This design comes from an exercise in tuning for small area on the open sky130 flow, not from production work. No functional check of the RTL was part of any run shown here. Power and IR drop assume default switching activity.

<file path="design.v">
`timescale 1ns/1ps
package hash_pkg;
  localparam logic [1:0] OP_NOP    = 2'd0;
  localparam logic [1:0] OP_SEARCH = 2'd1;
  localparam logic [1:0] OP_INSERT = 2'd2;
  localparam logic [1:0] OP_DELETE = 2'd3;
  localparam logic [2:0] RES_MISS     = 3'd0;   
  localparam logic [2:0] RES_FOUND    = 3'd1;
  localparam logic [2:0] RES_INSERTED = 3'd2;   
  localparam logic [2:0] RES_UPDATED  = 3'd3;   
  localparam logic [2:0] RES_FULL     = 3'd4;
  localparam logic [2:0] RES_DELETED  = 3'd5;
  localparam int KEY_WIDTH       = 16;
  localparam int VAL_WIDTH       = 16;
  localparam int NUM_SLOTS       = 4;
  localparam int SLOT_WIDTH      = KEY_WIDTH + VAL_WIDTH;   
  localparam int LINE_WIDTH      = NUM_SLOTS * SLOT_WIDTH;   
  localparam int SLOT_SEL_WIDTH  = $clog2(NUM_SLOTS);
  localparam int MAX_INDEX_WIDTH = 8;
  localparam int CTX_INDEX_LSB = 0;
  localparam int CTX_DATA_LSB  = MAX_INDEX_WIDTH;
  localparam int CTX_KEY_LSB   = CTX_DATA_LSB + VAL_WIDTH;
  localparam int CTX_OP_LSB    = CTX_KEY_LSB + KEY_WIDTH;
  localparam int CTX_WIDTH     = CTX_OP_LSB + 2;
  localparam int RESULT_WIDTH = 3 + VAL_WIDTH;
endpackage
`timescale 1ns/1ps
module process_engine (
  input  logic        clock,
  input  logic        reset,
  input  logic        input_valid,
  input  logic [1:0]  opcode,
  input  logic [15:0] key,
  input  logic [15:0] wr_data,
  output logic        stall,
  output logic        output_valid,
  output logic [15:0] val_out,
  output logic [2:0]  rescode
);
  localparam int SW = 29;
  localparam int NE = 64;
  logic [SW-1:0] ring [NE];
  logic [5:0]    phase;      
  logic          sweeping;   
  logic [3:0]    hash;
  logic [1:0]    j;
  logic          in_turn;
  logic          key_zero;
  logic          is_search, is_insert, is_delete;
  logic [SW-1:0] win [7];    
  logic [6:0]    inwin, v, m;
  logic          any_hit, any_free, free_here, ok_now, fire, we;
  logic [2:0]    code;
  logic          found_r;
  assign hash      = key[3:0] ^ key[7:4] ^ key[11:8] ^ key[15:12];
  assign j         = phase[1:0];
  assign in_turn   = (phase[5:2] == hash);
  assign key_zero  = (key == 16'd0);
  assign is_search = (opcode == 2'd1);
  assign is_insert = (opcode == 2'd2);
  assign is_delete = (opcode == 2'd3);
  always_comb begin
    win[0] = ring[NE-3];
    win[1] = ring[NE-2];
    win[2] = ring[NE-1];
    for (int e = 0; e < 4; e++) win[3+e] = ring[e];
    inwin[0] = (j == 2'd3);
    inwin[1] = (j >= 2'd2);
    inwin[2] = (j != 2'd0);
    inwin[3] = 1'b1;
    inwin[4] = (j != 2'd3);
    inwin[5] = (j <= 2'd1);
    inwin[6] = (j == 2'd0);
    for (int e = 0; e < 7; e++) begin
      v[e] = win[e][0] && inwin[e] && !(e >= 3 && sweeping);
      m[e] = v[e] && (win[e][1 +: 12] == key[11:0]);
    end
  end
  assign any_hit   = |m;
  assign any_free  = ((~v) & inwin) != 7'd0;
  assign free_here = !v[3] && !((~v[2] & inwin[2]) | (~v[1] & inwin[1]) | (~v[0] & inwin[0]));
  always_comb begin
    if (any_hit)                                ok_now = m[3];
    else if (is_insert && any_free && !key_zero) ok_now = free_here;
    else                                        ok_now = 1'b1;
  end
  assign stall = !(in_turn && ok_now);
  assign fire  = input_valid && !stall && (opcode != 2'd0);
  assign we    = fire && ((is_insert && (any_hit || (any_free && !key_zero))) ||
                          (is_delete && any_hit));
  always_comb begin
    case (opcode)
      2'd1:    code = any_hit ? 3'd1 : 3'd0;
      2'd2:    code = any_hit ? 3'd3 : (any_free ? 3'd2 : 3'd4);
      2'd3:    code = any_hit ? 3'd5 : 3'd0;
      default: code = 3'd0;
    endcase
  end
  always_ff @(posedge clock) begin
    for (int i = 0; i < NE - 1; i++) begin
      ring[i] <= ring[i+1];
    end
    ring[NE-1][0]       <= we ? !is_delete : v[3];
    ring[NE-1][1 +: 28] <= we ? {wr_data, key[11:0]} : ring[0][1 +: 28];
  end
  always_ff @(posedge clock) begin
    if (reset) begin
      phase        <= 6'd0;
      sweeping     <= 1'b1;
      output_valid <= 1'b0;
    end else begin
      phase        <= phase + 6'd1;
      if (&phase) sweeping <= 1'b0;
      output_valid <= fire;
    end
  end
  always_ff @(posedge clock) begin
    rescode <= code;
    found_r <= is_search && any_hit;
  end
  assign val_out = found_r ? ring[NE-1][13 +: 16] : 16'd0;
endmodule
</file>
<file path="run.sh">
#!/bin/bash
# synth_recipe.tcl (not shown) runs the flow's synth.tcl, then flattens the netlist and writes it again
# the make line also repeats each setting of config.mk as NAME=value (left out here)
make -C /OpenROAD-flow-scripts/flow DESIGN_CONFIG=/design/flow/config.mk WORK_HOME=/design/flow/orfs CLKGATE_MAP_FILE= SYNTH_SCRIPT=/design/flow/synth_recipe.tcl finish
</file>
<file path="config.mk">
export PLATFORM = sky130hd
export DESIGN_NAME = process_engine
export DESIGN_NICKNAME = process_engine
export VERILOG_FILES = /design/flow/design.v
export SDC_FILE = /design/flow/constraint.sdc
export NUM_CORES = 4
export LEC_CHECK = 0
export ABC_AREA = 1
export CAP_MARGIN = 20
export CORE_MARGIN = 2
export CORE_UTILIZATION = 70
export CTS_BUF_LIST = sky130_fd_sc_hd__clkbuf_4 sky130_fd_sc_hd__clkbuf_8
export SLEW_MARGIN = 20
</file>
<file path="constraint.sdc">
create_clock -name core_clock -period 5.0 [get_ports {clock}]
set_input_delay 1.0000 -clock core_clock [delete_from_list [all_inputs] [get_ports {clock}]]
set_output_delay 1.0000 -clock core_clock [all_outputs]
set_load 0.01 [all_outputs]
</file>
==> results of run 1 <==
## layout make-up
cell class | instances | area, µm²
clock inverters | 40 | 356.6
fillers | 2134 | 9708
multi-input cells | 481 | 2252
well taps | 756 | 945.9
flip-flops and latches | 1868 | 37400
inverters | 108 | 410.4
repair buffers | 66 | 638.1
diodes | 4 | 10.01
clock buffers | 391 | 4887
## through the flow
step / std cells / worst slack [ps]
after floorplan: 2484 / 1725
after global placement: 3279 / 199.5
after detailed placement: 3279 / 259.0
after CTS: 3710 / 259.4
after global routing: 3713 / 133.4
final: 3714 / 244.5
## critical path: stages
cell,delay [ps]
clkdlybuf4s50_1,850
inv_2,240
o211ai_1,240
nor2_1,90
nand2_1,140
nand2_1,110
nor2_4,120
nand3_1,120
a21oi_2,260
inv_1,70
clkdlybuf4s50_1,510
## per-layer routing
| layer | vias up | part of all wire |
|---|---|---|
| li1 | 8240 | - |
| met1 | 8286 | 0.41 |
| met2 | 548 | 0.50 |
| met3 | 187 | 0.050 |
| met4 | 2 | 0.035 |
| met5 | - | 0.00017 |
## cells in the final DEF (no fill, tap or decap), types with 2 or more instances in the layout
cell             instances
dfxtp_1               1868
clkbuf_8               312
nand2_1                269
inv_1                   99
clkbuf_4                79
nor2_1                  64
clkdlybuf4s50_1         57
nand4_1                 38
clkinv_2                28
xnor2_1                 22
nand3_1                 15
o21ai_0                 14
xor2_1                  13
nand2_2                 12
buf_4                    9
inv_2                    7
a21oi_1                  7
diode_2                  4
nor3_1                   4
ha_1                     4
bufinv_16                4
o21ai_1                  3
inv_4                    2
or2_1                    2
nor2_2                   2
or2_2                    2
nor4_1                   2
clkinvlp_4               2
## where the power goes
part,switching [W],internal (W),total (W),leakage [nW]
logic,0.000130,0.0000655,0.000195,1.70
registers,0.0000298,0.0149,0.0150,15.0
clock network,0.00540,0.00638,0.0118,2.81
total,0.00556,0.0214,0.0270,19.6
## sequential cells by signal, summed over array words and instances, names as in the netlist
name / flops
ring: 1856
rescode: 3
phase: 6
output_valid: 1
sweeping: 1
found_r: 1
## final timing paths
path,startpoint,end,depth (start not counted)
max,key[9],stall,11
min,ring[42][26],ring[41][26],0
max reg2reg,phase[1],ring[63][26],16
min reg2reg,ring[42][26],ring[41][26],0
## cells by family after synthesis
family / after synthesis / synth area share
xor gates and xnor gates: 35 / 0.007617
DFF: 1868 / 0.9292
adders and majority gates: 4 / 0.001244
buffers and inverters: 135 / 0.01489
AOI/OAI and AO/OA: 27 / 0.003544
and+or+nand+nor: 415 / 0.04349
==> out/metrics.cfg, run 1 <==
[sta]
max_clock_freq_ghz = 0.2103
slew_headroom = 0.2889
finalSetupViolCount = 0
min_period_ps = 4755
tns_ps = 0
finalHoldViolations = 0
fin_crit_sh = 0.9511
holdWs_ps = 311.7
rsz0062_at_grt = false
drv_slew = 0
tightest_slew_ps = 1065
worst_clock_skew_ps = 37.26

[yosys]
synth_area_leader_cell = dfxtp_1
ys_seq_area_frac = 0.9292
yosysWarnings = 3
ys.flop_type = dfxtp_1
synth_cells = 2484
synth_area_per_cell_um2 = 16.20
synth_top_area_share = 0.9292
synth.most_common_cell = dfxtp_1
synth_seq_cells = 1868
netlist_top_cells_area = dfxtp_1 (93%), nand2_1 (2.5%), inv_1 (0.92%)
async_flop_share = 0
synth_edf_count = 0
synthTopCellsByCount = dfxtp_1 (1868), nand2_1 (269), inv_1 (99)
yosys.cell_types.count = 32
syn_nets = 2525
netlist_area_um2 = 40240

[outcome]
status = complete, no violations

[detailed_routing]
detail_route.wl_per_cell_um = 20.40
routed_wl_mm = 75.78
firstDrtPassIters = 5
drc = 0
antenna_left = 0
avgViaCountPerCell = 4.648
vias = 17263
drtIter0Drc = 1028

[cells_and_area]
utilization = 0.8285
design_area_um2 = 46900
drive_above_1_share = 0.1584
finalNetCount = 2802
area_growth_pct = 16.53

[global_route]
grtUsageMet2 = 0.4455
met1_usage = 0.3281
grt.busiest_layer = met2
antenna_found_initial = 5
grt_max_degree = 31
use_met3 = 0.06631
grt_pass1_vias = 19558
grt_first_pass_wirelength_mm = 117.0
grt-ovfl-total = 0
grt_usage = 0.2665

[placement]
post_dp_cell_area_um2 = 41640
gpl.final_weighted_congestion = 0.7983
hpwl_mm = 40.31
port_buffers = 57

[power_and_ir_drop]
power.total_w = 0.02695
power.static_leakage_nw = 19.55
power_density_nw_per_um2 = 574.8
ir_worst_vdd_uv = 434.3

[hold_path]
hold_path.class = reg -> reg

[clock_tree]
clk_pin_slew_ps = 70
cts_resized = 0
clock_path_buffers = 3
numCtsBuffers = 236
cts-root-buf = clkbuf_8
cts_tree = yes
ctsHoldBuffers = 0
clock-sinks = 1868
htreeDepth = 4
post-cts-setup-buffers = 0
clk_latency_ps = 860

[critical_path]
r2r_slack_ps = 1810
critPathMaxFanout = 9
critPathArrivalTime_ps = 3760
crit_required_ps = 4000
crit_path_end_kind = output pin
start_kind = primary input
crit_type = in -> out

[floorplanning]
initial_core_util = 0.7110
die_w_um = 243.8
num_rows = 87
die_h_um = 243.8
io-pin-count = 58
core_area_um2 = 56600
die_area_um2 = 59430

[job]
maxCapViolations = 0

==> run 2, diff against run 1 <==
--- a/config.mk
+++ b/config.mk
@@ -11,3 +11,5 @@
 export CORE_UTILIZATION = 70
-export CTS_BUF_LIST = sky130_fd_sc_hd__clkbuf_4 sky130_fd_sc_hd__clkbuf_8
+export CTS_BUF_LIST = sky130_fd_sc_hd__clkbuf_8
+export CTS_CLUSTER_DIAMETER = 35
+export CTS_CLUSTER_SIZE = 14
 export SLEW_MARGIN = 20
==> run 2 against run 1 <==
Still clean on timing, DRC and antenna. Die area unchanged. Non-clock buffer count is the same. Flip-flop and latch count stayed put. Critical path depth unchanged. Via count shrank 5.1%. Largest cell class unchanged. First-iteration DRC count shrank 8.4%. Register-to-register slack better by 70 ps. Hold slack lost 7.0 ps. Sequential share of layout area increased by 3.8 points. Worst setup slack lost 54 ps.
==> out/metrics.cfg, run 2 <==
[cells_and_area]
drive_above_1_share = 0.09387  ; was 0.1584
finalNetCount = 2730  ; was 2802
reg.largest.list = ring (1856), phase (6), rescode (3)  ; unchanged
fillers = 2538  ; was 2134
area_growth_pct = 11.19  ; was 16.53%
top_register = ring  ; unchanged
largest_reg_flops = 1856  ; unchanged
multi_input_area_um2 = 2252  ; unchanged
design_area_um2 = 44750  ; was 46900 µm²
final_cells = 3517  ; was 3714
final_common_cell = dfxtp_1  ; unchanged
regArea_um2 = 37400  ; unchanged
final_cell_mix = dfxtp_1 (1868), nand2_1 (269), clkbuf_8 (183)  ; was dfxtp_1 (1868), clkbuf_8 (312), nand2_1 (269)

[detailed_routing]
detail_route.wl_per_cell_um = 20.48  ; was 20.40 µm
wl_met1_mm = 30.76  ; was 31.35 mm
top_layer = met5  ; unchanged
wl_met2_mm = 35.84  ; was 37.95 mm
avgViaCountPerCell = 4.659  ; was 4.648
drc = 0  ; unchanged
routed_wl_mm = 72.04  ; was 75.78 mm
drtIter0Drc = 942  ; was 1028
firstDrtPassIters = 5  ; unchanged
vias = 16387  ; was 17263
antenna_left = 0  ; unchanged
dr_wl_met3_mm = 3.048  ; was 3.784 mm

[critical_path]
cp_slowest_cell = clkdlybuf4s50_1  ; unchanged
endpoint = stall  ; unchanged
crit_start = key[9]  ; unchanged
timing.rr.start = phase[1]  ; unchanged
worstPathCellList = clkdlybuf4s50_1 -> inv_2 -> o211ai_1 -> nor2_1 -> nand2_1 -> nand2_1 -> nor2_4 -> nand3_1 -> a21oi_2 -> inv_1 -> clkdlybuf4s50_1  ; unchanged
r2r_slack_ps = 1880  ; was 1810 ps
crit_type = in -> out  ; unchanged
r2r_end = ring[63][12]  ; was ring[63][26]
critPathArrivalTime_ps = 3810  ; was 3760 ps
crit_required_ps = 4000  ; about the same
cpPeakStageDelay_ps = 880  ; was 850 ps
critPathMaxFanout = 9  ; unchanged
crit_path_end_kind = output pin  ; unchanged
start_kind = primary input  ; unchanged
reg2regPathDepth = 16  ; unchanged

[outcome]
status = complete, no violations  ; unchanged

[sta]
rsz0062_at_grt = false  ; unchanged
max_clock_freq_ghz = 0.2079  ; was 0.2103 GHz
fin_crit_sh = 0.9620  ; was 0.9511
finalSetupViolCount = 0  ; unchanged
finalHoldViolations = 0  ; unchanged
tns_ps = 0  ; unchanged
slew_headroom = 0.3250  ; was 0.2889
worst_clock_skew_ps = 38.31  ; was 37.26 ps
holdWs_ps = 304.7  ; was 311.7 ps
min_period_ps = 4810  ; was 4755 ps
tightest_slew_ps = 1011  ; was 1065 ps
drv_slew = 0  ; unchanged

[floorplanning]
die_h_um = 243.8  ; unchanged
die_area_um2 = 59430  ; unchanged
initial_core_util = 0.7110  ; unchanged
num_rows = 87  ; unchanged
die_w_um = 243.8  ; unchanged
core_area_um2 = 56600  ; unchanged
io-pin-count = 58  ; unchanged

[clock_tree]
numCtsBuffers = 164  ; was 236
cts-root-buf = clkbuf_8  ; unchanged
clk_latency_ps = 810  ; was 860 ps
clock_path_buffers = 3  ; unchanged
htreeDepth = 4  ; unchanged
cts_resized = 0  ; unchanged
clk_pin_slew_ps = 90  ; was 70 ps
cts_tree = yes  ; unchanged
ctsHoldBuffers = 0  ; unchanged
post-cts-setup-buffers = 0  ; unchanged
clock-sinks = 1868  ; unchanged

[yosys]
synth_cells = 2484  ; unchanged
yosys.cell_types.count = 32  ; unchanged
yosysWarnings = 3  ; unchanged
ys_seq_area_frac = 0.9292  ; unchanged
synth_edf_count = 0  ; unchanged
synth_area_per_cell_um2 = 16.20  ; unchanged
synthTopCellsByCount = dfxtp_1 (1868), nand2_1 (269), inv_1 (99)  ; unchanged
synth_top_area_share = 0.9292  ; unchanged
synth_seq_cells = 1868  ; unchanged
syn_nets = 2525  ; unchanged
synth.most_common_cell = dfxtp_1  ; unchanged
netlist_top_cells_area = dfxtp_1 (93%), nand2_1 (2.5%), inv_1 (0.92%)  ; unchanged
synth_area_leader_cell = dfxtp_1  ; unchanged
async_flop_share = 0  ; unchanged
ys.flop_type = dfxtp_1  ; unchanged
netlist_area_um2 = 40240  ; unchanged

[power_and_ir_drop]
ir_worst_vdd_uv = 486.3  ; was 434.3 µV
power.total_w = 0.02376  ; was 0.02695 W
power_density_nw_per_um2 = 531.0  ; was 574.8 nW/µm²
power.static_leakage_nw = 18.38  ; was 19.55 nW

[hold_path]
hold_path.class = reg -> reg  ; unchanged
holdPathStages = 0  ; unchanged

[global_route]
grt_pass1_vias = 18473  ; was 19558
grt_max_degree = 31  ; unchanged
antenna_found_initial = 5  ; unchanged
grt-ovfl-total = 0  ; unchanged
grt_usage = 0.2532  ; was 0.2665
grt_first_pass_wirelength_mm = 110.8  ; was 117.0 mm

[placement]
dp.cells = 3279  ; unchanged
post_dp_cell_area_um2 = 41640  ; unchanged
hpwl_mm = 40.31  ; unchanged
gpl.final_weighted_congestion = 0.7983  ; unchanged
port_buffers = 57  ; unchanged

[job]
maxCapViolations = 0  ; unchanged

## run 2: cell counts after synthesis
No cell type changed its count.
## run 2: through the flow
stage	utilization	setup slack (ps)
after floorplan	-	1725
after global placement	0.7357	199.5
after detailed placement	0.7357	259.0
after CTS	0.7904	249.5
after global routing	0.7905	102.8
final	0.7905	190.2
## run 2: final cells by class
| cell class | count | area share |
|---|---|---|
| multi-input combinational | 481 | 0.05033 |
| inverter | 108 | 0.009171 |
| clock inverter | 53 | 0.01297 |
| timing repair buffer | 66 | 0.01426 |
| sequential | 1868 | 0.8357 |
| tap | 756 | 0.02114 |
| antenna | 2 | 0.0001118 |
| clock buffer | 183 | 0.05629 |
## run 2: cell families after synthesis
logic type / Yosys count / synth area share
adder cells (fa/ha/maj): 4 / 0.001244
buffers and inverters: 135 / 0.01489
flip-flops: 1868 / 0.9292
AO/OA/AOI/OAI: 27 / 0.003544
AND/OR/NAND/NOR: 415 / 0.04349
XOR/XNOR: 35 / 0.007617
## run 2: worst max-delay path: cells and delay by family
kind | cells | cell delay [ps]
buffers and inverters | 4 | 1700
AND/OR/NAND/NOR | 5 | 570
AO/OA/AOI/OAI | 2 | 520
## run 2: power breakdown
part           internal [W]  total, W  leakage, nW  switching, W
registers            0.0149    0.0150         15.0     0.0000289
clock network       0.00388   0.00860         1.64       0.00472
logic             0.0000655  0.000192         1.70      0.000127
## run 2: how the worst min path moves through the flow
stage / from / endpoint / slack [ps]
3_5_place_dp: ring[13][23] / ring[12][23] / 310
3_3_place_gp: ring[47][7] / ring[46][7] / 310
6_report: ring[32][8] / ring[31][8] / 300
5_1_grt: ring[32][8] / ring[31][8] / 310
2_1_floorplan: ring[1][13] / ring[0][13] / 310
4_1_cts: ring[44][11] / ring[43][11] / 300
## run 2: routing by layer
metal  track usage  vias up
li1              -     7960
met5             0        -
met2        0.4221      407
met1        0.3207     7856
met4        0.1072        4
met3       0.05739      160
==> run 3, diff against run 2 <==
--- a/config.mk
+++ b/config.mk
@@ -11,5 +11,5 @@
 export CORE_UTILIZATION = 70
-export CTS_BUF_LIST = sky130_fd_sc_hd__clkbuf_8
-export CTS_CLUSTER_DIAMETER = 35
-export CTS_CLUSTER_SIZE = 14
+export CTS_BUF_LIST = sky130_fd_sc_hd__clkbuf_16
+export CTS_CLUSTER_DIAMETER = 40
+export CTS_CLUSTER_SIZE = 24
 export SLEW_MARGIN = 20
==> run 3 against run 2 <==
Still clean. Synthesized cell count is the same. Worst setup slack lost 34 ps. Maximum frequency shrank 0.71%. Cell count shrank 0.26%. Sequential power is essentially flat. Via count grew 5.3%. Global-route usage grew 3.2 points. Power grew 10%. Utilization grew 2.2 points. Critical path type unchanged. Critical endpoint unchanged. Highest routed layer unchanged.
==> out/metrics.cfg, run 3 <==
[yosys]
ys.flop_type = dfxtp_1  ; unchanged
synthTopCellsByCount = dfxtp_1 (1868), nand2_1 (269), inv_1 (99)  ; unchanged
synth_area_per_cell_um2 = 16.20  ; unchanged
synth_cells = 2484  ; unchanged
synth_top_area_share = 0.9292  ; unchanged
yosysWarnings = 3  ; unchanged
yosys.cell_types.count = 32  ; unchanged
ys_seq_area_frac = 0.9292  ; unchanged
syn_nets = 2525  ; unchanged
netlist_area_um2 = 40240  ; unchanged
synth_seq_cells = 1868  ; unchanged
async_flop_share = 0  ; unchanged
synth_area_leader_cell = dfxtp_1  ; unchanged
netlist_top_cells_area = dfxtp_1 (93%), nand2_1 (2.5%), inv_1 (0.92%)  ; unchanged
synth.most_common_cell = dfxtp_1  ; unchanged
synth_edf_count = 0  ; unchanged

[power_and_ir_drop]
combPwrFrac = 0.008  ; about the same
p_sw_w = 0.005731  ; was 0.004878 W
swShare = 0.2193  ; was 0.2053
pwr-share-clk = 0.419  ; was 0.362
ir_worst_vdd_uv = 479.0  ; was 486.3 µV
power.total_w = 0.02613  ; was 0.02376 W
power_frac_seq = 0.573  ; was 0.630
power.static_leakage_nw = 18.85  ; was 18.38 nW
internal_power_w = 0.02040  ; was 0.01888 W
power_density_nw_per_um2 = 568.3  ; was 531.0 nW/µm²

[global_route]
grt_max_degree = 31  ; unchanged
grt-ovfl-total = 0  ; unchanged
antenna_found_initial = 7  ; was 5
grt_pass1_vias = 19296  ; was 18473
grt_usage = 0.2848  ; was 0.2532
grt_first_pass_wirelength_mm = 124.3  ; was 110.8 mm

[critical_path]
cpPeakStageDelay_ps = 710  ; was 880 ps
cp_slowest_cell = clkdlybuf4s50_1  ; unchanged
crit_buf_inv = 4  ; unchanged
r2r_slack_ps = 1640  ; was 1880 ps
worstPathCellList = clkdlybuf4s50_1 -> inv_2 -> nand2_1 -> nand2_1 -> nor2_1 -> nand2_1 -> nor2_1 -> nand2_1 -> nand2_1 -> nor2_4 -> nand3_1 -> a21oi_2 -> inv_1 -> clkdlybuf4s50_1  ; was clkdlybuf4s50_1 -> inv_2 -> o211ai_1 -> nor2_1 -> nand2_1 -> nand2_1 -> nor2_4 -> nand3_1 -> a21oi_2 -> inv_1 -> clkdlybuf4s50_1
critPathArrivalTime_ps = 3840  ; was 3810 ps
crit_type = in -> out  ; unchanged
critical-path-top-delay-family = buffers and inverters  ; unchanged
cp_common_cell = nand2_1
crit_path_end_kind = output pin  ; unchanged
critPathMaxFanout = 9  ; unchanged
start_kind = primary input  ; unchanged
crit_required_ps = 4000  ; about the same

[sta]
finalHoldViolations = 0  ; unchanged
fin_crit_sh = 0.9688  ; was 0.9620
slew_headroom = 0.2912  ; was 0.3250
tightest_slew_ps = 1062  ; was 1011 ps
tns_ps = 0  ; unchanged
finalSetupViolCount = 0  ; unchanged
rsz0062_at_grt = false  ; unchanged
drv_slew = 0  ; unchanged
min_period_ps = 4844  ; was 4810 ps
worst_clock_skew_ps = 59.67  ; was 38.31 ps
max_clock_freq_ghz = 0.2064  ; was 0.2079 GHz

[detailed_routing]
routed_wl_mm = 82.23  ; was 72.04 mm
firstDrtPassIters = 5  ; unchanged
vias = 17257  ; was 16387
drc = 0  ; unchanged
drtIter0Drc = 1379  ; was 942
antenna_left = 0  ; unchanged
avgViaCountPerCell = 4.919  ; was 4.659
detail_route.wl_per_cell_um = 23.44  ; was 20.48 µm

[placement]
port_buffers = 57  ; unchanged
post_dp_cell_area_um2 = 41640  ; unchanged
gpl.final_weighted_congestion = 0.7983  ; unchanged
hpwl_mm = 40.31  ; unchanged

[cells_and_area]
final_cell_mix = dfxtp_1 (1868), nand2_1 (269), clkbuf_16 (124)  ; was dfxtp_1 (1868), nand2_1 (269), clkbuf_8 (183)
area_growth_pct = 14.25  ; was 11.19%
design_area_um2 = 45980  ; was 44750 µm²
fillers = 2401  ; was 2538
largest_reg_flops = 1856  ; unchanged
top_register = ring  ; unchanged
reg.largest.list = ring (1856), phase (6), rescode (3)  ; unchanged
finalNetCount = 2686  ; was 2730
drive_above_1_share = 0.09233  ; was 0.09387
final_common_cell = dfxtp_1  ; unchanged

[floorplanning]
num_rows = 87  ; unchanged
io-pin-count = 58  ; unchanged
die_w_um = 243.8  ; unchanged
core_area_um2 = 56600  ; unchanged
initial_core_util = 0.7110  ; unchanged
die_h_um = 243.8  ; unchanged
die_area_um2 = 59430  ; unchanged

[clock_tree]
clock-sinks = 1868  ; unchanged
clock_path_buffers = 3  ; unchanged
cts-root-buf = clkbuf_16  ; was clkbuf_8
clk_pin_slew_ps = 80  ; was 90 ps
post-cts-setup-buffers = 0  ; unchanged
cts_tree = yes  ; unchanged
cts_resized = 0  ; unchanged
numCtsBuffers = 120  ; was 164
htreeDepth = 3  ; was 4
clk_latency_ps = 700  ; was 810 ps
ctsHoldBuffers = 0  ; unchanged

[outcome]
status = complete, no violations  ; unchanged

[job]
maxCapViolations = 0  ; unchanged

[hold_path]
hold_path.class = reg -> reg  ; unchanged

## run 3: power groups by stage
stage               Combinational [W]  Clock [W]  Sequential (W)
finish                       0.000204     0.0110          0.0150
CTS                          0.000199     0.0111          0.0150
detailed placement           0.000187          0          0.0153
global route                 0.000213     0.0116          0.0150
global placement             0.000181          0          0.0153
floorplan                    0.000103          0          0.0153
## run 3: final timing paths
kind               start           to  cells after the start
min          ring[43][8]  ring[42][8]                      0
min reg2reg  ring[43][8]  ring[42][8]                      0
max               key[9]        stall                     14
max reg2reg     phase[1]  ring[63][2]                     16
## run 3: area by class of cell
cell class / count / area [µm²] / share of cell area
Sequential cell: 1868 / 37400 / 0.8133
Clock buffer: 124 / 3103 / 0.06748
Multi-Input combinational cell: 481 / 2252 / 0.04898
Clock inverter: 104 / 1234 / 0.02683
Tap cell: 756 / 945.9 / 0.02057
Timing Repair Buffer: 66 / 638.1 / 0.01388
Inverter: 108 / 410.4 / 0.008925
Antenna cell: 1 / 2.502 / 0.00005442
## run 3: logic make-up after synthesis
logic type               count (synthesis)  synth area share
flip-flops                            1868            0.9292
AND/OR/NAND/NOR                        415           0.04349
buffers and inverters                  135           0.01489
XOR/XNOR                                35          0.007617
AO/OA/AOI/OAI                           27          0.003544
adder cells (fa/ha/maj)                  4          0.001244
## run 3: metrics by stage
stage / worst slack [ps] / hold WS, ps / util / cells
after floorplan: 1725 / 309.6 / - / 2484
after detailed placement: 259.0 / 312.1 / 0.7357 / 3279
after CTS: 169.1 / 290.6 / 0.8123 / 3507
final: 155.8 / 301.4 / 0.8123 / 3508
after global placement: 199.5 / 309.5 / 0.7357 / 3279
after global routing: 61.70 / 294.0 / 0.8123 / 3508
## run 3: per-layer routing
layer / part of all wire / track usage / vias up
met5: 0.00074 / 0 / -
met3: 0.058 / 0.06334 / 272
li1: - / - / 7957
met2: 0.50 / 0.4835 / 677
met4: 0.051 / 0.1331 / 10
met1: 0.39 / 0.3482 / 8341
==> run 4, diff against run 3 <==
==> flow/run.sh (new file) <==
#!/bin/bash
# The standard layout, with clock tree and port buffer arguments of our own
set -euo pipefail
export CTS_ARGS="-sink_clustering_enable -repair_clock_nets -dont_use_dummy_load -buf_list \"sky130_fd_sc_hd__clkbuf_8\" -sink_clustering_size 16 -sink_clustering_max_diameter 40"
export BUFFER_PORTS_ARGS="-buffer_cell sky130_fd_sc_hd__buf_1"
bash standard.sh > standard_flow.log 2>&1
==> standard.sh (new file) <==
#!/bin/bash
# synth_recipe.tcl (not shown) runs the flow's synth.tcl, then flattens the netlist and writes it again
# the make line also repeats each setting of config.mk as NAME=value (left out here)
make -C /OpenROAD-flow-scripts/flow DESIGN_CONFIG=/design/flow/config.mk WORK_HOME=/design/flow/orfs CLKGATE_MAP_FILE= SYNTH_SCRIPT=/design/flow/synth_recipe.tcl "${@:-finish}"
--- a/config.mk
+++ b/config.mk
@@ -11,5 +11,2 @@
 export CORE_UTILIZATION = 70
-export CTS_BUF_LIST = sky130_fd_sc_hd__clkbuf_16
-export CTS_CLUSTER_DIAMETER = 40
-export CTS_CLUSTER_SIZE = 24
 export SLEW_MARGIN = 20
removed: run.sh
==> run 4 against run 3 <==
Hold slack got worse by 16 ps. Via count is 8.8% lower. Critical endpoint unchanged. First-iteration DRC count shrank 37%. Design area down 6.0%. Worst setup slack better by 860 ps. Cell count is 2.6% lower.
==> out/metrics.cfg, run 4 <==
[outcome]
status = complete, no violations  ; unchanged

[detailed_routing]
vias = 15730  ; was 17257
avgViaCountPerCell = 4.602  ; was 4.919
drtIter0Drc = 875  ; was 1379
firstDrtPassIters = 7  ; was 5
routed_wl_mm = 64.00  ; was 82.23 mm
detail_route.wl_per_cell_um = 18.72  ; was 23.44 µm
drc = 0  ; unchanged
antenna_left = 0  ; unchanged

[global_route]
grt_max_degree = 31  ; unchanged
grt_usage = 0.2261  ; was 0.2848
grt_pass1_vias = 17109  ; was 19296
grt-ovfl-total = 0  ; unchanged
grt_first_pass_wirelength_mm = 99.71  ; was 124.3 mm
antenna_found_initial = 6  ; was 7

[sta]
worst_clock_skew_ps = 82.59  ; was 59.67 ps
drv_slew = 0  ; unchanged
slew_headroom = 0.3489  ; was 0.2912
max_clock_freq_ghz = 0.2511  ; was 0.2064 GHz
rsz0062_at_grt = false  ; unchanged
tns_ps = 0  ; unchanged
finalSetupViolCount = 0  ; unchanged
min_period_ps = 3983  ; was 4844 ps
tightest_slew_ps = 975.3  ; was 1062 ps
finalHoldViolations = 0  ; unchanged
fin_crit_sh = 0.7966  ; was 0.9688

[floorplanning]
num_rows = 87  ; unchanged
core_area_um2 = 56600  ; unchanged
io-pin-count = 58  ; unchanged
die_h_um = 243.8  ; unchanged
die_area_um2 = 59430  ; unchanged
initial_core_util = 0.7110  ; unchanged
die_w_um = 243.8  ; unchanged

[yosys]
yosys.cell_types.count = 32  ; unchanged
yosysWarnings = 3  ; unchanged
synth_seq_cells = 1868  ; unchanged
async_flop_share = 0  ; unchanged
syn_nets = 2525  ; unchanged
netlist_top_cells_area = dfxtp_1 (93%), nand2_1 (2.5%), inv_1 (0.92%)  ; unchanged
netlist_area_um2 = 40240  ; unchanged
synth_area_leader_cell = dfxtp_1  ; unchanged
ys_seq_area_frac = 0.9292  ; unchanged
synth_cells = 2484  ; unchanged
synthTopCellsByCount = dfxtp_1 (1868), nand2_1 (269), inv_1 (99)  ; unchanged
ys.flop_type = dfxtp_1  ; unchanged
synth_top_area_share = 0.9292  ; unchanged
synth.most_common_cell = dfxtp_1  ; unchanged
synth_area_per_cell_um2 = 16.20  ; unchanged
synth_edf_count = 0  ; unchanged

[clock_tree]
clock-sinks = 1868  ; unchanged
ctsHoldBuffers = 0  ; unchanged
post-cts-setup-buffers = 0  ; unchanged
cts_resized = 0  ; unchanged
clk_pin_slew_ps = 90  ; was 80 ps
htreeDepth = 4  ; was 3
clk_latency_ps = 780  ; was 700 ps
numCtsBuffers = 141  ; was 120
cts_tree = yes  ; unchanged
clock_path_buffers = 3  ; unchanged
cts-root-buf = clkbuf_8  ; was clkbuf_16

[critical_path]
start_kind = register  ; was primary input
crit_required_ps = 4000  ; about the same
cpPeakStageDelay_ps = 430  ; was 710 ps
crit_buf_inv = 3  ; was 4
critPathMaxFanout = 5  ; was 9
timing.rr.start = phase[0]  ; was phase[1]
critical-path-top-delay-family = compound AO/OA/AOI/OAI gates  ; was buffers and inverters
critPathArrivalTime_ps = 2980  ; was 3840 ps
cp_slowest_cell = dfxtp_1  ; was clkdlybuf4s50_1
crit_path_end_kind = output pin  ; unchanged
crit_type = reg -> out  ; was in -> out
worstPathCellList = inv_1 -> ha_1 -> o21ai_0 -> nor2_1 -> nand2_1 -> nor2_1 -> nand2_1 -> nand2_2 -> nor2_4 -> nand3_1 -> a21oi_2 -> inv_1 -> buf_1  ; was clkdlybuf4s50_1 -> inv_2 -> nand2_1 -> nand2_1 -> nor2_1 -> nand2_1 -> nor2_1 -> nand2_1 -> nand2_1 -> nor2_4 -> nand3_1 -> a21oi_2 -> inv_1 -> clkdlybuf4s50_1
crit_start = phase[0]  ; was key[9]

[cells_and_area]
utilization = 0.7632  ; was 0.8123
final_cell_mix = dfxtp_1 (1868), nand2_1 (269), clkbuf_8 (141)  ; was dfxtp_1 (1868), nand2_1 (269), clkbuf_16 (124)
area_growth_pct = 7.346  ; was 14.25%
largest_reg_flops = 1856  ; unchanged
top_register = ring  ; unchanged
reg.largest.list = ring (1856), phase (6), rescode (3)  ; unchanged
fillers = 2844  ; was 2401
final_common_cell = dfxtp_1  ; unchanged
design_area_um2 = 43200  ; was 45980 µm²
drive_above_1_share = 0.06541  ; was 0.09233
finalNetCount = 2703  ; was 2686
regArea_um2 = 37400  ; unchanged
multi_input_area_um2 = 2252  ; unchanged

[power_and_ir_drop]
power.static_leakage_nw = 17.59  ; was 18.85 nW
ir_worst_vdd_uv = 409.5  ; was 479.0 µV
power_density_nw_per_um2 = 505.2  ; was 568.3 nW/µm²

[placement]
gpl.final_weighted_congestion = 0.8244  ; was 0.7983
post_dp_cell_area_um2 = 41260  ; was 41640 µm²
hpwl_mm = 36.67  ; was 40.31 mm
port_buffers = 57  ; unchanged

[hold_path]
hp-start = ring[60][11]  ; was ring[43][8]
hold_path.class = reg -> reg  ; unchanged

[job]
maxCapViolations = 0  ; unchanged

[run 4: cell types whose count changed in the layout (fill, tap and decap cells not counted), moves of 7 or more]
cell / delta
clkinv_1: -7
clkinvlp_4: -11
clkinv_8: -8
clkinv_2: -8
clkbuf_16: -124
buf_1: +57
clkbuf_8: +141
inv_8: -18
clkinv_4: -14
bufinv_16: -12
inv_6: -18
clkdlybuf4s50_1: -57
[run 4: stage by stage]
step | std cells | worst slack [ps] | total power [W] | hold WS, ps
after global placement | 3275 | 984.9 | 0.01546 | 309.5
final | 3418 | 1017 | 0.02183 | 285.7
after global routing | 3418 | 841.9 | 0.02252 | 275.3
after floorplan | 2484 | 1725 | 0.01540 | 309.6
after detailed placement | 3275 | 1039 | 0.01547 | 312.1
after CTS | 3416 | 933.9 | 0.02200 | 279.4
[run 4: cells by family (layout without fill, tap and decap cells)]
| logic type | Yosys count | after routing | synth area share |
|---|---|---|---|
| compound gates | 27 | 27 | 0.003544 |
| xor+xnor | 35 | 35 | 0.007617 |
| fa+ha+maj | 4 | 4 | 0.001244 |
| buf+inv | 135 | 311 | 0.01489 |
| flops | 1868 | 1868 | 0.9292 |
| other cells | 0 | 2 | 0 |
| simple gates | 415 | 415 | 0.04349 |
[run 4: cell type report]
cell class	instances	area share
inverter	108	0.009500
tap	756	0.02190
clock buffer	141	0.04492
timing repair buffer	62	0.005821
antenna	2	0.0001158
sequential	1868	0.8656
multi-input combinational	481	0.05213
[run 4: routing by layer]
layer	routed length, µm	track usage
met1	29230	0.3064
met2	30010	0.3569
met3	2596	0.04924
met4	2130	0.09523
met5	28	0
[run 4: power by group]
group	internal [W]	switching, W
registers	0.0149	0.0000264
logic	0.0000430	0.000117
clock network	0.00253	0.00417
[run 4: final timing paths]
kind	endpoint	slack (ps)	cells after the start
worst max-delay path	stall	1020	13
worst min-delay path	ring[59][11]	290	0
worst min register to register	ring[59][11]	290	0
worst max register to register	ring[63][15]	1950	15
==> run 5, diff against run 4 <==
--- a/config.mk
+++ b/config.mk
@@ -7,3 +7,3 @@
 export LEC_CHECK = 0
-export ABC_AREA = 1
+export ABC_AREA = 0
 export CAP_MARGIN = 20
==> run 5 against run 4 <==
Worst setup slack worse by 330 ps. Power is 0.94% lower. Routed wire length is 23% lower. Clock skew is 16 ps higher. Sequential power hardly changed. Register-to-register slack worse by 180 ps. Global-route usage is 4.6 points lower. Design area is 1.4% lower. Count of clock-buffer cells in the layout is 3 higher. Maximum frequency is 7.5% lower.
==> out/metrics.cfg, run 5 <==
[clock_tree]
post-cts-setup-buffers = 0  ; unchanged
clock-sinks = 1868  ; unchanged
cts-root-buf = clkbuf_8  ; unchanged
htreeDepth = 4  ; unchanged
cts_resized = 0  ; unchanged
numCtsBuffers = 144  ; was 141
ctsHoldBuffers = 0  ; unchanged
clock_path_buffers = 3  ; unchanged
clk_pin_slew_ps = 90  ; about the same
cts_tree = yes  ; unchanged
clk_latency_ps = 770  ; was 780 ps

[power_and_ir_drop]
power.static_leakage_nw = 16.82  ; was 17.59 nW
ir_worst_vdd_uv = 363.6  ; was 409.5 µV
power_density_nw_per_um2 = 507.6  ; was 505.2 nW/µm²

[global_route]
grt_pass1_vias = 14754  ; was 17109
antenna_found_initial = 3  ; was 6
grt-ovfl-total = 0  ; unchanged
grt_max_degree = 30  ; was 31
grt_first_pass_wirelength_mm = 80.83  ; was 99.71 mm
grt_usage = 0.1798  ; was 0.2261

[yosys]
synth_seq_cells = 1868  ; unchanged
ys.flop_type = dfxtp_1  ; unchanged
syn_nets = 2173  ; was 2525
synth_top_area_share = 0.9466  ; was 0.9292
synth_cells = 2132  ; was 2484
yosys.cell_types.count = 33  ; was 32
synth_edf_count = 0  ; unchanged
synth_area_per_cell_um2 = 18.53  ; was 16.20 µm²
synthTopCellsByCount = dfxtp_1 (1868), xnor2_1 (91), mux2_2 (19)  ; was dfxtp_1 (1868), nand2_1 (269), inv_1 (99)
synth.most_common_cell = dfxtp_1  ; unchanged
async_flop_share = 0  ; unchanged
netlist_top_cells_area = dfxtp_1 (95%), xnor2_1 (2.0%), mux2_2 (0.54%)  ; was dfxtp_1 (93%), nand2_1 (2.5%), inv_1 (0.92%)
yosysWarnings = 3  ; unchanged
netlist_area_um2 = 39510  ; was 40240 µm²
synth_area_leader_cell = dfxtp_1  ; unchanged
ys_seq_area_frac = 0.9466  ; was 0.9292

[cells_and_area]
final_cell_mix = dfxtp_1 (1868), clkbuf_8 (144), xnor2_1 (91)  ; was dfxtp_1 (1868), nand2_1 (269), clkbuf_8 (141)
drive_above_1_share = 0.08036  ; was 0.06541
finalNetCount = 2370  ; was 2703
top_register = ring  ; unchanged
reg.largest.list = ring (1856), phase (6), rescode (3)  ; unchanged
multi_input_area_um2 = 1956  ; was 2252 µm²
largest_reg_flops = 1856  ; unchanged
fillers = 2948  ; was 2844
area_growth_pct = 7.823  ; was 7.346%
final_common_cell = dfxtp_1  ; unchanged
regArea_um2 = 37400  ; unchanged

[sta]
drv_slew = 0  ; unchanged
min_period_ps = 4308  ; was 3983 ps
tightest_slew_ps = 1064  ; was 975.3 ps
slew_headroom = 0.2906  ; was 0.3489
max_clock_freq_ghz = 0.2321  ; was 0.2511 GHz
rsz0062_at_grt = false  ; unchanged
fin_crit_sh = 0.8616  ; was 0.7966
finalSetupViolCount = 0  ; unchanged
worst_clock_skew_ps = 98.57  ; was 82.59 ps
finalHoldViolations = 0  ; unchanged
tns_ps = 0  ; unchanged
finalWorstSetupSlack_ps = 691.9  ; was 1017 ps

[floorplanning]
io-pin-count = 58  ; unchanged
num_rows = 87  ; unchanged
initial_core_util = 0.7047  ; was 0.7110
core_area_um2 = 56060  ; was 56600 µm²
die_h_um = 241.6  ; was 243.8 µm
die_w_um = 241.6  ; was 243.8 µm
die_area_um2 = 58350  ; was 59430 µm²

[detailed_routing]
drc = 0  ; unchanged
drtIter0Drc = 487  ; was 875
routed_wl_mm = 49.52  ; was 64.00 mm
vias = 13757  ; was 15730
antenna_left = 0  ; unchanged
firstDrtPassIters = 4  ; was 7
avgViaCountPerCell = 4.459  ; was 4.602
detail_route.wl_per_cell_um = 16.05  ; was 18.72 µm

[critical_path]
crit_type = in -> out  ; was reg -> out
reg2regPathDepth = 8  ; was 15
crit_path_end_kind = output pin  ; unchanged
critPathArrivalTime_ps = 3310  ; was 2980 ps
start_kind = primary input  ; was register
crit_required_ps = 4000  ; about the same
critPathMaxFanout = 10  ; was 5

[hold_path]
holdPathStages = 0  ; unchanged
hold_path.class = reg -> reg  ; unchanged

[placement]
port_buffers = 57  ; unchanged
gpl.final_weighted_congestion = 0.7630  ; was 0.8244
dp_slack_ps = 687.3  ; was 1039 ps
hpwl_mm = 28.09  ; was 36.67 mm

[job]
maxCapViolations = 0  ; unchanged

[outcome]
status = complete, no violations  ; unchanged

-- run 5: changes by cell type after synthesis, sizes merged, moves of 7 or more --
cell,previous run,this run
and2,0,16
buf,22,15
inv,108,4
mux2,0,29
nand2,281,7
nand4,39,14
nor2,67,14
nor4,2,14
o21ai,17,2
xnor2,22,91
-- run 5: critical path: stages --
cell     delay (ps)
buf_1           620
xnor2_1         160
nand4_1         150
nor4_1           70
nor4_1          370
buf_4           200
nand2_1          40
o21ai_0         250
nand2_1         230
buf_1           190
-- run 5: kinds of logic (layout without fill, tap and decap cells) --
kind of cell	count (synthesis)	in the layout	share of synthesized area
compound gates	10	10	0.001742
fa+ha+maj	4	4	0.001267
flops	1868	1868	0.9466
mux	30	30	0.009470
xor+xnor	104	104	0.02306
buf+inv	21	216	0.003927
simple gates	95	95	0.01394
other cells	0	2	0
-- run 5: layout make-up --
cell class              instances  share of cell area
flip-flops and latches       1868              0.8779
clock buffers                 144             0.04653
multi-input cells             243             0.04591
well taps                     756             0.02221
repair buffers                 68            0.006962
inverters                       4           0.0003525
diodes                          2           0.0001175
-- run 5: metal layers --
layer  wire [µm]  vias up  GRT usage
met2       21000      195     0.2564
met5           0        -          0
li1            -     6926          -
met1       25430     6532     0.2699
met4        1161        0    0.07070
met3        1929      104    0.04184
-- run 5: where the power goes --
group	switching (W)	total (W)	internal (W)	leakage [nW]
logic	0.0000771	0.000133	0.0000558	0.744
registers	0.00000987	0.0149	0.0149	15.0
clock network	0.00401	0.00659	0.00258	1.04
-- run 5: final timing paths --
path | slack (ps) | to | from
setup / recovery | 690 | stall | key[7]
hold / removal | 270 | ring[59][0] | ring[60][0]
setup reg to reg | 1770 | ring[63][1] | phase[1]
hold reg to reg | 270 | ring[59][0] | ring[60][0]
-- run 5: per-stage QoR --
stage,std cells,util,power [W],cell area [µm²],hold WS (ps)
2_1_floorplan,2132,-,0.01533,39510,309.6
3_3_place_gp,2939,0.7244,0.01538,40610,309.6
3_5_place_dp,2939,0.7244,0.01538,40610,312.1
4_1_cts,3083,0.7597,0.02187,42590,271.2
5_1_grt,3085,0.7598,0.02239,42600,285.8
6_report,3085,0.7598,0.02162,42600,272.4
==> run 6, diff against run 5 <==
==> flow/run.sh (replaced) <==
#!/bin/bash
# The standard layout, with clock tree and port buffer arguments of our own
set -euo pipefail
export CTS_ARGS="-sink_clustering_enable -repair_clock_nets -dont_use_dummy_load -buf_list \"sky130_fd_sc_hd__clkbuf_16\" -sink_clustering_size 28 -sink_clustering_max_diameter 45"
export BUFFER_PORTS_ARGS="-buffer_cell sky130_fd_sc_hd__buf_1"
bash standard.sh > standard_flow.log 2>&1
--- a/config.mk
+++ b/config.mk
@@ -7,3 +7,3 @@
 export LEC_CHECK = 0
-export ABC_AREA = 0
+export ABC_AREA = 1
 export CAP_MARGIN = 20
==> run 6 against run 5 <==
Critical path depth up 1. Still clean on timing, DRC and antenna. Highest routed layer is now met5. Utilization up 2.0 points. Maximum frequency up 6.3%. Clock power rose by about 30%. Flip-flop and latch count stayed put. Largest power group unchanged. Non-clock buffer count down 6.
==> out/metrics.cfg, run 6 <==
[outcome]
status = complete, no violations  ; unchanged

[global_route]
grt_usage = 0.2591  ; was 0.1798
grt_pass1_vias = 18335  ; was 14754
grt_max_degree = 31  ; was 30
grt_first_pass_wirelength_mm = 113.6  ; was 80.83 mm
grt-ovfl-total = 0  ; unchanged
antenna_found_initial = 5  ; was 3

[clock_tree]
cts_resized = 0  ; unchanged
clock-sinks = 1868  ; unchanged
htreeDepth = 3  ; was 4
clk_latency_ps = 680  ; was 770 ps
ctsHoldBuffers = 0  ; unchanged
clock_path_buffers = 3  ; unchanged
numCtsBuffers = 115  ; was 144
post-cts-setup-buffers = 0  ; unchanged
cts_tree = yes  ; unchanged
clk_pin_slew_ps = 70  ; was 90 ps
cts-root-buf = clkbuf_16  ; was clkbuf_8

[yosys]
yosys.cell_types.count = 32  ; was 33
synth_top_family_by_area = simple AND/OR/NAND/NOR gates  ; was XOR/XNOR gates
synth_xor_area_frac = 0.007617  ; was 0.02306
synth_edf_count = 0  ; unchanged
ys.flop_type = dfxtp_1  ; unchanged
async_flop_share = 0  ; unchanged
syn_nets = 2525  ; was 2173
ys_seq_area_frac = 0.9292  ; was 0.9466
synthMuxAreaShare = 0  ; was 0.009470
synth-compound-area-share = 0.003544  ; was 0.001742
yosysWarnings = 3  ; unchanged
synth_area_leader_cell = dfxtp_1  ; unchanged
synthAdderAreaFrac = 0.001244  ; was 0.001267
synth.most_common_cell = dfxtp_1  ; unchanged
synth_top_area_share = 0.9292  ; was 0.9466
netlist_area_um2 = 40240  ; was 39510 µm²
synth-simple-area-share = 0.04349  ; was 0.01394
synth_cells = 2484  ; was 2132
synthTopCellsByCount = dfxtp_1 (1868), nand2_1 (269), inv_1 (99)  ; was dfxtp_1 (1868), xnor2_1 (91), mux2_2 (19)
synth_seq_cells = 1868  ; unchanged
netlist_top_cells_area = dfxtp_1 (93%), nand2_1 (2.5%), inv_1 (0.92%)  ; was dfxtp_1 (95%), xnor2_1 (2.0%), mux2_2 (0.54%)
synth_area_per_cell_um2 = 16.20  ; was 18.53 µm²

[detailed_routing]
drtIter0Drc = 1287  ; was 487
drc = 0  ; unchanged
detail_route.wl_per_cell_um = 21.97  ; was 16.05 µm
firstDrtPassIters = 5  ; was 4
antenna_left = 0  ; unchanged
vias = 16537  ; was 13757
routed_wl_mm = 74.52  ; was 49.52 mm
avgViaCountPerCell = 4.877  ; was 4.459

[floorplanning]
initial_core_util = 0.7110  ; was 0.7047
die_w_um = 243.8  ; was 241.6 µm
num_rows = 87  ; unchanged
io-pin-count = 58  ; unchanged
core_area_um2 = 56600  ; was 56060 µm²
die_h_um = 243.8  ; was 241.6 µm
die_area_um2 = 59430  ; was 58350 µm²

[critical_path]
crit_buf_inv = 3  ; unchanged
start_kind = primary input  ; unchanged
cp_slowest_cell = buf_1  ; unchanged
crit_path_end_kind = output pin  ; unchanged
critPathArrivalTime_ps = 3050  ; was 3310 ps
crit_required_ps = 4000  ; about the same
worstPathCellList = buf_1 -> xnor2_1 -> nand3_1 -> nor2_1 -> nand2_1 -> nand2_2 -> nor2_4 -> nand3_1 -> a21oi_2 -> inv_1 -> buf_1  ; was buf_1 -> xnor2_1 -> nand4_1 -> nor4_1 -> nor4_1 -> buf_4 -> nand2_1 -> o21ai_0 -> nand2_1 -> buf_1
crit_type = in -> out  ; unchanged
cpPeakStageDelay_ps = 510  ; was 620 ps
critPathMaxFanout = 10  ; unchanged
critical-path-top-delay-family = simple AND/OR/NAND/NOR gates  ; was buffers and inverters

[sta]
holdWs_ps = 260.9  ; was 272.4 ps
drv_slew = 0  ; unchanged
tightest_slew_ps = 1050  ; was 1064 ps
finalSetupViolCount = 0  ; unchanged
tns_ps = 0  ; unchanged
fin_crit_sh = 0.8104  ; was 0.8616
rsz0062_at_grt = false  ; unchanged
worst_clock_skew_ps = 81.36  ; was 98.57 ps
slew_headroom = 0.2991  ; was 0.2906
max_clock_freq_ghz = 0.2468  ; was 0.2321 GHz
min_period_ps = 4052  ; was 4308 ps
finalHoldViolations = 0  ; unchanged
finalWorstSetupSlack_ps = 948.0  ; was 691.9 ps

[job]
maxCapViolations = 0  ; unchanged

[cells_and_area]
finalNetCount = 2677  ; was 2370
drive_above_1_share = 0.05619  ; was 0.08036
largest_reg_flops = 1856  ; unchanged
reg.largest.list = ring (1856), phase (6), rescode (3)  ; unchanged
final_cell_mix = dfxtp_1 (1868), nand2_1 (269), clkbuf_16 (115)  ; was dfxtp_1 (1868), clkbuf_8 (144), xnor2_1 (91)
top_register = ring  ; unchanged
design_area_um2 = 44140  ; was 42600 µm²
area_growth_pct = 9.669  ; was 7.823%
fillers = 2723  ; was 2948
final_common_cell = dfxtp_1  ; unchanged

[power_and_ir_drop]
power_density_nw_per_um2 = 537.1  ; was 507.6 nW/µm²
ir_worst_vdd_uv = 401.1  ; was 363.6 µV
power.static_leakage_nw = 17.99  ; was 16.82 nW

[hold_path]
hold_path.class = reg -> reg  ; unchanged

[placement]
hpwl_mm = 36.67  ; was 28.09 mm
port_buffers = 57  ; unchanged
post_dp_cell_area_um2 = 41260  ; was 40610 µm²
gpl.final_weighted_congestion = 0.8244  ; was 0.7630
dp_slack_ps = 1039  ; was 687.3 ps

-- run 6: final cells by class --
| type | count | area [µm²] | area share |
|---|---|---|---|
| sequential | 1868 | 37400 | 0.8473 |
| clock buffer | 115 | 2878 | 0.06520 |
| multi-input combinational | 481 | 2252 | 0.05103 |
| tap | 756 | 945.9 | 0.02143 |
| inverter | 108 | 410.4 | 0.009298 |
| timing repair buffer | 62 | 251.5 | 0.005698 |
| antenna | 1 | 2.502 | 0.00005670 |
-- run 6: stage by stage --
| stage | utilization | cells | power (W) |
|---|---|---|---|
| after global routing | 0.7797 | 3391 | 0.02433 |
| after CTS | 0.7797 | 3390 | 0.02384 |
| after global placement | 0.7288 | 3275 | 0.01546 |
| final | 0.7797 | 3391 | 0.02371 |
| after detailed placement | 0.7288 | 3275 | 0.01547 |
| after floorplan | - | 2484 | 0.01540 |
-- run 6: path summary, 6_finish.rpt --
check | start | to | slack, ps | cells past startpoint
max | key[1] | stall | 950 | 11
min | ring[59][9] | ring[58][9] | 260 | 0
max reg2reg | phase[1] | ring[63][11] | 1880 | 17
min reg2reg | ring[59][9] | ring[58][9] | 260 | 0
-- run 6: metal layers --
metal | GRT usage | part of all wire
met1 | 0.3324 | 0.42
met2 | 0.4347 | 0.49
met3 | 0.05144 | 0.047
met4 | 0.1051 | 0.040
met5 | 0 | 0.00036
-- run 6: report_power, final --
part / internal, W / switching [W]
clock: 0.00406 / 0.00451
combinational: 0.0000434 / 0.000126
sequential: 0.0149 / 0.0000303
-- run 6: cells by family (layout without fill, tap and decap cells) --
kind of cell / Yosys count / in the layout
buffers and inverters: 135 / 285
xor gates and xnor gates: 35 / 35
adders and majority gates: 4 / 4
and+or+nand+nor: 415 / 415
AOI/OAI and AO/OA: 27 / 27
other: 0 / 1
DFF: 1868 / 1868
==> run 7, diff against run 6 <==
==> flow/run.sh (replaced) <==
#!/bin/bash
# The standard layout, with clock tree and port buffer arguments of our own
set -euo pipefail
export CTS_ARGS="-sink_clustering_enable -repair_clock_nets -dont_use_dummy_load -buf_list \"sky130_fd_sc_hd__clkbuf_8\" -sink_clustering_size 20 -sink_clustering_max_diameter 40"
export BUFFER_PORTS_ARGS="-buffer_cell sky130_fd_sc_hd__buf_1"
bash standard.sh > standard_flow.log 2>&1
--- a/config.mk
+++ b/config.mk
@@ -7,6 +7,6 @@
 export LEC_CHECK = 0
-export ABC_AREA = 1
+export ABC_AREA = 0
 export CAP_MARGIN = 20
 export CORE_MARGIN = 2
-export CORE_UTILIZATION = 70
+export CORE_UTILIZATION = 80
 export SLEW_MARGIN = 20
==> run 7 against run 6 <==
The flow now stops in detailed placement (3_5_place_dp). Synthesized cell count down 14%. Synthesized area down 1.8%.
==> out/metrics.cfg, run 7 <==
[placement]
hpwl_mm = 40.16  ; was 36.67 mm
gpl.final_weighted_congestion = 0.8320  ; was 0.8244
port_buffers = 57  ; unchanged

[yosys]
synth_top_area_share = 0.9466  ; was 0.9292
synth.most_common_cell = dfxtp_1  ; unchanged
netlist_top_cells_area = dfxtp_1 (95%), xnor2_1 (2.0%), mux2_2 (0.54%)  ; was dfxtp_1 (93%), nand2_1 (2.5%), inv_1 (0.92%)
synth_seq_cells = 1868  ; unchanged
synth_area_leader_cell = dfxtp_1  ; unchanged
yosysWarnings = 3  ; unchanged
async_flop_share = 0  ; unchanged
syn_nets = 2173  ; was 2525
ys_seq_area_frac = 0.9466  ; was 0.9292
synth_area_per_cell_um2 = 18.53  ; was 16.20 µm²
netlist_area_um2 = 39510  ; was 40240 µm²
synth_cells = 2132  ; was 2484
synthTopCellsByCount = dfxtp_1 (1868), xnor2_1 (91), mux2_2 (19)  ; was dfxtp_1 (1868), nand2_1 (269), inv_1 (99)
synth_edf_count = 0  ; unchanged
ys.flop_type = dfxtp_1  ; unchanged
yosys.cell_types.count = 33  ; was 32

[outcome]
stop_error = [ERROR DPL-0033] detailed placement checks failed during check placement.
haltStage = detailed placement (3_5_place_dp)
status = stopped before the end  ; was complete, no violations

[floorplanning]
die_w_um = 226.2  ; was 243.8 µm
num_rows = 81  ; was 87
die_h_um = 226.2  ; was 243.8 µm
initial_core_util = 0.8087  ; was 0.7110
io-pin-count = 58  ; unchanged

run 7: cell types whose count changed after synthesis, moves of 7 or more:
cell and change:
nand4_1 -24, nor2_1 -51, o21ai_0 -12, nor4_1 +12, nand2_1 -262, nand2_2 -12, mux2_4 +10, mux2_2 +19
xnor2_1 +69, inv_2 -7, and2_1 +16, inv_1 -95
run 7: how the worst max path moves through the flow:
stage          endpoint  slack (ps)  depth (start not counted)
2_1_floorplan     stall        1700                          7
3_3_place_gp      stall         700                          9
run 7: per-stage QoR:
step	instance area, µm²	worst slack [ps]	hold WS [ps]	cells	total power [W]
floorplan	39510	1698	309.6	2132	0.01533
global placement	40520	697.5	309.6	2849	0.01538
run 7: power by group through the flow:
stage | Sequential (W) | Combinational, W | Clock [W]
after floorplan | 0.0152 | 0.0000902 | 0
after global placement | 0.0152 | 0.000131 | 0
run 7: logic make-up after synthesis:
logic type / count (synthesis) / synth area share
flip-flops: 1868 / 0.9466
XOR/XNOR: 104 / 0.02306
AND/OR/NAND/NOR: 95 / 0.01394
multiplexers: 30 / 0.009470
buffers and inverters: 21 / 0.003927
AO/OA/AOI/OAI: 10 / 0.001742
adder cells (fa/ha/maj): 4 / 0.001267

[static timing again, ports no longer ideal]
The flow's constraints put no driver on any port. The routed layouts listed below were extracted and timed again, unchanged, in two steps. Step 1 (the two cells are an assumption about what drives the block):
set clk [get_ports {clock}]
set_driving_cell -lib_cell sky130_fd_sc_hd__clkbuf_16 $clk
set_driving_cell -lib_cell sky130_fd_sc_hd__buf_2 [delete_from_list [all_inputs] $clk]
Step 2 moves the port delays by t, midway between the first and last clock arrival at a register: inputs arrive t later, outputs are due t later. That takes back most of the time a late clock gives input paths. Three values: ideal, step 1, step 2; two values: the first two.
run	shift t [ns]	slack for setup (ns)	clock arrival spread, ns
run 1	0.903	0.245 / 0.150 / 0.150	0.042 / 0.041
run 2	0.855	0.190 / 0.101 / 0.101	0.044 / 0.044
run 3	0.744	0.156 / 0.067 / 0.067	0.062 / 0.062
run 4	0.808	1.017 / 0.953 / 0.997	0.097 / 0.097
run 5	0.780	0.692 / 0.666 / 0.666	0.099 / 0.098
run 6	0.714	0.948 / 0.887 / 0.887	0.098 / 0.098
After both steps setup and hold are still met in every run listed. For run 1, which loses most, drivers alone change the setup slack by -0.095 ns; drivers and shift together by -0.095 ns.
